Source: an optimization exercise on an open RTL-to-GDS flow (aim: small area and a short achievable clock period). Production flows keep margins and buffers that such runs may drop. Only simulation tests tie the RTL to the original design; equivalence was not proved. No activity file was given, so power comes from the tool's default toggle rates.

File: flow/program.hex
// One 32-bit instruction word per line, hex, word index 0 upward
00000013
00100093
00200113
002081b3
40110233
0041f2b3
0052e333
005343b3
00739413
0033d493
00a00513
00b50593
fea58ee3
00c58633
0062a6b3
00d68733
00e707b3
00f78833
010808b3
01188933
c0ffee01
012909b3
01398a33
014a0ab3
015a8b33
016b0bb3
017b8c33
018c0cb3
019c8d33
01ad0db3
01bd8e33
00008067
File: flow/run.sh
#!/bin/bash
# synth_recipe.tcl (not shown) runs the flow's synth.tcl, then flattens the netlist and writes it again
# the make line also repeats each setting of config.mk as NAME=value (left out here)
make -C /OpenROAD-flow-scripts/flow DESIGN_CONFIG=/design/flow/config.mk WORK_HOME=/design/flow/orfs CLKGATE_MAP_FILE= SYNTH_SCRIPT=/design/flow/synth_recipe.tcl finish
File: flow/config.mk
export PLATFORM = sky130hd
export DESIGN_NAME = fetch_unit
export DESIGN_NICKNAME = fetch_unit
export VERILOG_FILES = /design/flow/design.v
export SDC_FILE = /design/flow/constraint.sdc
export NUM_CORES = 4
export LEC_CHECK = 0
export CAP_MARGIN = 20
export CORE_MARGIN = 2
export CORE_UTILIZATION = 40
export SLEW_MARGIN = 20
File: flow/constraint.sdc
create_clock -name core_clock -period 5.0 [get_ports {clk}]
set_input_delay 1.0000 -clock core_clock [delete_from_list [all_inputs] [get_ports {clk}]]
set_output_delay 1.0000 -clock core_clock [all_outputs]
set_load 0.01 [all_outputs]
File: flow/design.v
`timescale 1ns/1ns
package fetch_pkg;
    typedef logic [31:0] word_t;
    typedef enum logic [1:0] {
        strong_nt = 2'b00,
        weak_nt   = 2'b01,
        weak_t    = 2'b10,
        strong_t  = 2'b11
    } pred_state_e;
    typedef struct packed {
        logic  branch;
        logic  taken;
        logic  mispredict;
        word_t branch_pc;
        word_t dest;
    } resolve_t;
    typedef struct packed {
        word_t pc;
        word_t npc;
        word_t instr;
    } fetch_t;
endpackage
`timescale 1ns/1ns
module instruction_rom #(
    parameter int DEPTH = 32
) (
    input  fetch_pkg::word_t fetch_addr,
    output fetch_pkg::word_t instr_word
);
    localparam int IDX_W = $clog2(DEPTH);
    fetch_pkg::word_t rom [DEPTH];
    logic [IDX_W-1:0] rd_idx;
    initial begin
        $readmemh("program.hex", rom);
    end
    assign rd_idx = fetch_addr[IDX_W-1:0];
    assign instr_word = rom[rd_idx];
endmodule
`timescale 1ns/1ns
module target_buffer #(
    parameter int DEPTH = 32
) (
    input  logic                     clk,
    input  logic                     rst,
    input  logic                     target_we,
    input  logic [$clog2(DEPTH)-1:0] target_idx,
    input  fetch_pkg::word_t                    target_data,
    input  fetch_pkg::word_t                    fetch_addr,
    output fetch_pkg::word_t                    pred_next
);
    localparam int IDX_W = $clog2(DEPTH);
    fetch_pkg::word_t next_addr [DEPTH];
    logic [IDX_W-1:0] rd_idx;
    assign rd_idx = fetch_addr[IDX_W-1:0];
    assign pred_next = next_addr[rd_idx];
    always_ff @(posedge clk or posedge rst) begin
        if (rst) begin
            for (int i = 0; i < DEPTH; i++) begin
                next_addr[i] <= fetch_pkg::word_t'(i + 1);
            end
        end else if (target_we) begin
            next_addr[target_idx] <= target_data;
        end
    end
endmodule
`timescale 1ns/1ns
module predictor_table #(
    parameter int DEPTH = 32
) (
    input  logic                     clk,
    input  logic                     rst,
    input  logic                     mem_stall,
    input  fetch_pkg::resolve_t                 resolve,
    output logic                     target_we,
    output logic [$clog2(DEPTH)-1:0] target_idx,
    output fetch_pkg::word_t                    target_data
);
    localparam int IDX_W = $clog2(DEPTH);
    fetch_pkg::pred_state_e counter [DEPTH];
    logic [IDX_W-1:0] upd_idx;
    fetch_pkg::pred_state_e      cur_state;
    fetch_pkg::pred_state_e      nxt_state;
    logic             step_en;
    logic             crosses;
    function automatic logic [1:0] step_state(input logic [1:0] s, input logic tkn);
        logic [1:0] r;
        r = s;
        if (tkn) begin
            case (s)
                fetch_pkg::strong_nt: r = fetch_pkg::weak_nt;
                fetch_pkg::weak_nt:   r = fetch_pkg::weak_t;
                fetch_pkg::weak_t:    r = fetch_pkg::strong_t;
                default:   r = fetch_pkg::strong_t;
            endcase
        end else begin
            case (s)
                fetch_pkg::strong_t:  r = fetch_pkg::weak_t;
                fetch_pkg::weak_t:    r = fetch_pkg::weak_nt;
                fetch_pkg::weak_nt:   r = fetch_pkg::strong_nt;
                default:   r = fetch_pkg::strong_nt;
            endcase
        end
        step_state = r;
    endfunction
    assign upd_idx   = resolve.branch_pc[IDX_W-1:0];
    assign cur_state = counter[upd_idx];
    assign nxt_state = fetch_pkg::pred_state_e'(step_state(cur_state, resolve.taken));
    assign step_en = resolve.branch && !mem_stall;
    assign crosses = (resolve.taken && (cur_state == fetch_pkg::weak_nt)) ||
                     (!resolve.taken && (cur_state == fetch_pkg::weak_t));
    assign target_we   = step_en && crosses;
    assign target_idx  = upd_idx;
    assign target_data = resolve.dest;
    always_ff @(posedge clk or posedge rst) begin
        if (rst) begin
            for (int i = 0; i < DEPTH; i++) begin
                counter[i] <= fetch_pkg::weak_nt;
            end
        end else if (step_en) begin
            counter[upd_idx] <= nxt_state;
        end
    end
endmodule
`timescale 1ns/1ns
module fetch_sequencer (
    input  logic     clk,
    input  logic     rst,
    input  logic     stall,
    input  logic     mem_stall,
    input  fetch_pkg::resolve_t resolve,
    input  fetch_pkg::word_t    instr_word,
    input  fetch_pkg::word_t    pred_next,
    output fetch_pkg::word_t    fetch_addr,
    output fetch_pkg::fetch_t   fetch
);
    logic   load_en;
    fetch_pkg::fetch_t fetch_nxt;
    always_comb begin
        if (resolve.mispredict) begin
            fetch_addr = resolve.dest;
        end else begin
            fetch_addr = fetch.npc;
        end
    end
    always_comb begin
        fetch_nxt.pc    = fetch_addr;
        fetch_nxt.npc   = pred_next;
        fetch_nxt.instr = instr_word;
    end
    always_comb begin
        if (mem_stall) begin
            load_en = 1'b0;
        end else if (resolve.mispredict) begin
            load_en = 1'b1;
        end else if (stall) begin
            load_en = 1'b0;
        end else begin
            load_en = 1'b1;
        end
    end
    always_ff @(posedge clk or posedge rst) begin
        if (rst) begin
            fetch.pc    <= '0;
            fetch.npc   <= '0;
            fetch.instr <= '0;
        end else if (load_en) begin
            fetch <= fetch_nxt;
        end
    end
endmodule
`timescale 1ns/1ns
module fetch_unit #(
    parameter int DEPTH = 32
) (
    input  logic        clk,
    input  logic        rst,
    input  logic        stall,
    input  logic        mem_stall,
    input  logic        resolve_branch,
    input  logic        resolve_taken,
    input  logic        resolve_mispredict,
    input  logic [31:0] resolve_branch_pc,
    input  logic [31:0] resolve_dest,
    output logic [31:0] fetch_pc,
    output logic [31:0] fetch_npc,
    output logic [31:0] fetch_instr
);
    fetch_pkg::resolve_t resolve;
    fetch_pkg::fetch_t   fetch;
    assign resolve.branch     = resolve_branch;
    assign resolve.taken      = resolve_taken;
    assign resolve.mispredict = resolve_mispredict;
    assign resolve.branch_pc  = resolve_branch_pc;
    assign resolve.dest       = resolve_dest;
    assign fetch_pc    = fetch.pc;
    assign fetch_npc   = fetch.npc;
    assign fetch_instr = fetch.instr;
    localparam int IDX_W = $clog2(DEPTH);
    fetch_pkg::word_t fetch_addr;
    fetch_pkg::word_t instr_word;
    fetch_pkg::word_t pred_next;
    logic             target_we;
    logic [IDX_W-1:0] target_idx;
    fetch_pkg::word_t            target_data;
    fetch_sequencer u_seq (
        .clk        (clk),
        .rst        (rst),
        .stall      (stall),
        .mem_stall  (mem_stall),
        .resolve    (resolve),
        .instr_word (instr_word),
        .pred_next  (pred_next),
        .fetch_addr (fetch_addr),
        .fetch      (fetch)
    );
    instruction_rom #(
        .DEPTH (DEPTH)
    ) u_rom (
        .fetch_addr (fetch_addr),
        .instr_word (instr_word)
    );
    target_buffer #(
        .DEPTH (DEPTH)
    ) u_tgt (
        .clk         (clk),
        .rst         (rst),
        .target_we   (target_we),
        .target_idx  (target_idx),
        .target_data (target_data),
        .fetch_addr  (fetch_addr),
        .pred_next   (pred_next)
    );
    predictor_table #(
        .DEPTH (DEPTH)
    ) u_pred (
        .clk         (clk),
        .rst         (rst),
        .mem_stall   (mem_stall),
        .resolve     (resolve),
        .target_we   (target_we),
        .target_idx  (target_idx),
        .target_data (target_data)
    );
endmodule
==> summary.txt <==
per-stage QoR:
step	total power (uW)	utilization
2_1_floorplan	12100	-
3_5_place_dp	13400	0.436
3_3_place_gp	13400	0.436
6_report	23100	0.469
5_1_grt	23800	0.469
4_1_cts	23100	0.469
state kept, by name, indices dropped and copies added (netlist names):
| register | flops |
|---|---|
| u_seq.fetch | 91 |
| u_pred.counter | 64 |
| u_tgt.next_addr | 1024 |
cells in the final DEF (no fill, tap or decap), drive strengths merged, types with 28 or more instances in the layout:
cell / instances
nand3: 50
nor2: 124
mux2i: 50
a221oi: 32
dfstp: 113
a21oi: 136
o21ai: 1035
mux2: 39
nor3: 29
a22oi: 301
o2bb2ai: 578
nand2: 330
clkbuf: 201
o22ai: 28
a22o: 32
buf: 335
a31oi: 28
dfrtp: 1066
nand4: 42
clkdlybuf4s50: 137
power groups by stage:
stage / clock network [uW] / logic, uW / registers (uW)
global placement: 0 / 2670 / 10700
detailed placement: 0 / 2710 / 10700
global route: 10200 / 2930 / 10600
finish: 9760 / 2790 / 10600
floorplan: 0 / 1400 / 10700
CTS: 9810 / 2710 / 10600
cell type report:
type	instances	area, um2	area share
diodes	5	12.5	0.000207
inverters	11	45.0	0.000744
clock inverters	29	377	0.00622
multi-input cells	3060	19800	0.327
flip-flops and latches	1179	29600	0.490
well taps	1742	2180	0.0360
repair buffers	472	4560	0.0754
clock buffers	201	3880	0.0641
worst min path at each step:
stage / end / slack (ps)
after floorplan: u_tgt.next_addr[0][31] / 450
after global placement: u_seq.fetch[0] / 450
after detailed placement: u_seq.fetch[0] / 450
after CTS: u_seq.fetch[0] / 470
after global routing: u_tgt.next_addr[15][4] / 490
final: u_seq.fetch[0] / 460
metal layers:
layer  part of all wire  global-route usage  vias up
li1                   -                   -    18200
met4              0.057               0.174        6
met3               0.13               0.111      742
met1               0.39               0.472    23200
met5            0.00016                   0        -
met2               0.42               0.493     3458
cells by family (layout without fill, tap and decap cells):
| logic type | after synthesis | after routing | synth area share |
|---|---|---|---|
| compound gates | 2286 | 2286 | 0.294 |
| xor+xnor | 1 | 1 | 0.000169 |
| fa+ha+maj | 12 | 12 | 0.00290 |
| buf+inv | 568 | 713 | 0.0532 |
| flops | 1179 | 1179 | 0.572 |
| mux | 89 | 89 | 0.0184 |
| other cells | 1 | 6 | 0.0000723 |
| simple gates | 671 | 671 | 0.0595 |
==> out/metrics.yaml <==
yosys:
  ys_top_cells_by_count: "dfrtp_1, o21ai_0, o2bb2ai_1"
  synth_edf_count: 0
  syn_inst: 4807
  syn-cell-area_mm2: 0.0518
  async_reset_ff_frac: 1.00
  ys_ff_latch: 1179
  syn_avg_cell_area_um2: 10.8
  synth_top_area_frac: 0.515
  synthDistinctLibCells: 84
  synth_nets: 4890
  synth_most_common_cell: "dfrtp_1"
  ys_dominant_reg_cell: "dfrtp_1"
  synth.area.top_cells: "dfrtp_1, o2bb2ai_1, o21ai_0, dfstp_2, a22oi_1"
  synth_warnings: 6
  netlist.top_cell.by_area: "dfrtp_1"
  ys_seq_area_frac: 0.572
critical_path:
  reg2reg_depth: 13
  crit_required_ps: 5630
  crit_buf_inv: 3
  slowest_stage: "clkdlybuf4s50_1"
  crit_cells: 11
  critPathMostFrequentCell: "buf_12"
  rrSetupSlack_ps: 1090
  cp_top_family: "buffers and inverters"
  startpoint: "resolve_branch_pc[1]"
  r2r-end: "u_seq.fetch[58]"
  cp-end-kind: "flip-flop"
  endpoint: "u_tgt.next_addr[27][18]"
  cp.arrival_ps: 5010
  rr_startpoint: "u_seq.fetch[32]"
  cp-start-kind: "primary input"
  cp_max_fo: 194
  path_class: "in -> reg"
  crit_chain: "clkdlybuf4s50_1 > nor3b_2 > a221oi_1 > a21oi_1 > nor4_4 > o31ai_4 > mux2i_4 > buf_12 > buf_12 > o21ai_0 > o21ai_1"
  slowest_delay_ps: 820
floorplan:
  rows: 132
  ios: 167
  initial_core_util: 0.402
  core_area_mm2: 0.129
  dieArea_mm2: 0.132
  die_h_um: 364
  fp.dieW_um: 364
cells_and_area:
  drive_gt1_frac: 0.163
  final_nets: 4938
  syn2layout_area_growth_pct: 16.7
  stdcell_count: 6699
  fill_cells: 11900
  stdcell_area_mm2: 0.0605
placement:
  place_congestion: 0.946
  port_buffers: 138
  pre_cts_slack_ps: 78.3
  placed_area_mm2: 0.0562
  dp_hpwl_um: 133000
  place_inst: 6463
sta:
  finalSetupViolations: 0
  slew_violations: 0
  fin_crit_sh: 0.876
  hold_violations: 0
  finalSetupTns_ps: 0
  skew_ps: 33.0
  fin_hold_ws_ps: 460
  maxClockFrequency_mhz: 228
  rsz0062_at_grt: "no"
  slew_headroom: 0.280
  worst_pin_slew_ps: 1080
  setup_slack_ps: 619
  period_needed_ps: 4380
routing:
  wire_per_inst_um: 34.5
  remaining_drc_errors: 0
  firstDrtPassIters: 6
  drtAntennaViolNets: 0
  drtIter0Drc: 7529
  wl_um: 231000
  viasPerCell: 6.80
  vias: 45600
power_and_ir_drop:
  cell_internal_pwr_uw: 16900
  ir_worst_vdd_v: 0.000258
  clockPowerShare: 0.422
  leakage_uw: 0.0246
  swShare: 0.269
  p_comb_frac: 0.121
  share_seq_of_total_power: 0.457
  power_density_mw_per_mm2: 382
  total_switching_power_uw: 6220
cts:
  root_buffer: "clkbuf_16"
  cts_htree_levels: 4
  cts_setup_buffers: 0
  cts-buffers-inserted: 131
  clock_path_buffers: 3
  clk_pin_slew_worst_paths_ps: 50
  hold_buffers: 0
  clock-sinks: 1179
  cts_resized: 0
  cts_tree: "built"
  clk_latency_ps: 760
run_status:
  outcome: "finished clean"
flow_run:
  drv_cap: 0
grt:
  grt_util_all_layers: 0.346
  grt_pass1_vias: 43200
  grt_antenna_before_repair: 5
  grt_pass1_wl_um: 329000
  grt_overflow: 0
  grt_max_degree: 195
worst_hold_path:
  hold_depth: 1
  holdCritPathClass: "reg -> reg"
  min_from: "u_seq.fetch[0]"

[separate check: timing with driven ports]
In the flow no input, the clock included, has a driving cell. The finished layout below was timed again as built, in two steps.
Step 1 sets driving cells, clkbuf_16 on the clock port and buf_2 on the other inputs (assumed; they add their load-dependent delay and slew).
Step 2 moves the port delays by t, midway between the first and last clock arrival at a register: inputs arrive t later, outputs are due t later. That takes back most of the time a late clock gives input paths.
Slacks: ideal / step 1 / step 2; pairs: ideal / step 1.
t, ns: 0.809
slack for setup (ns): 0.619 / 0.653 / -0.156
hold WS [ns]: 0.460 / 0.460 / 0.460
latest minus earliest clock arrival (ns): 0.038 / 0.037
worst data-port slew with drivers (ns): 0.07
With both steps, setup timing fails in this run, where it was met with ideal ports. For this run, drivers alone change the setup slack by +0.034 ns; drivers and shift together by -0.775 ns.
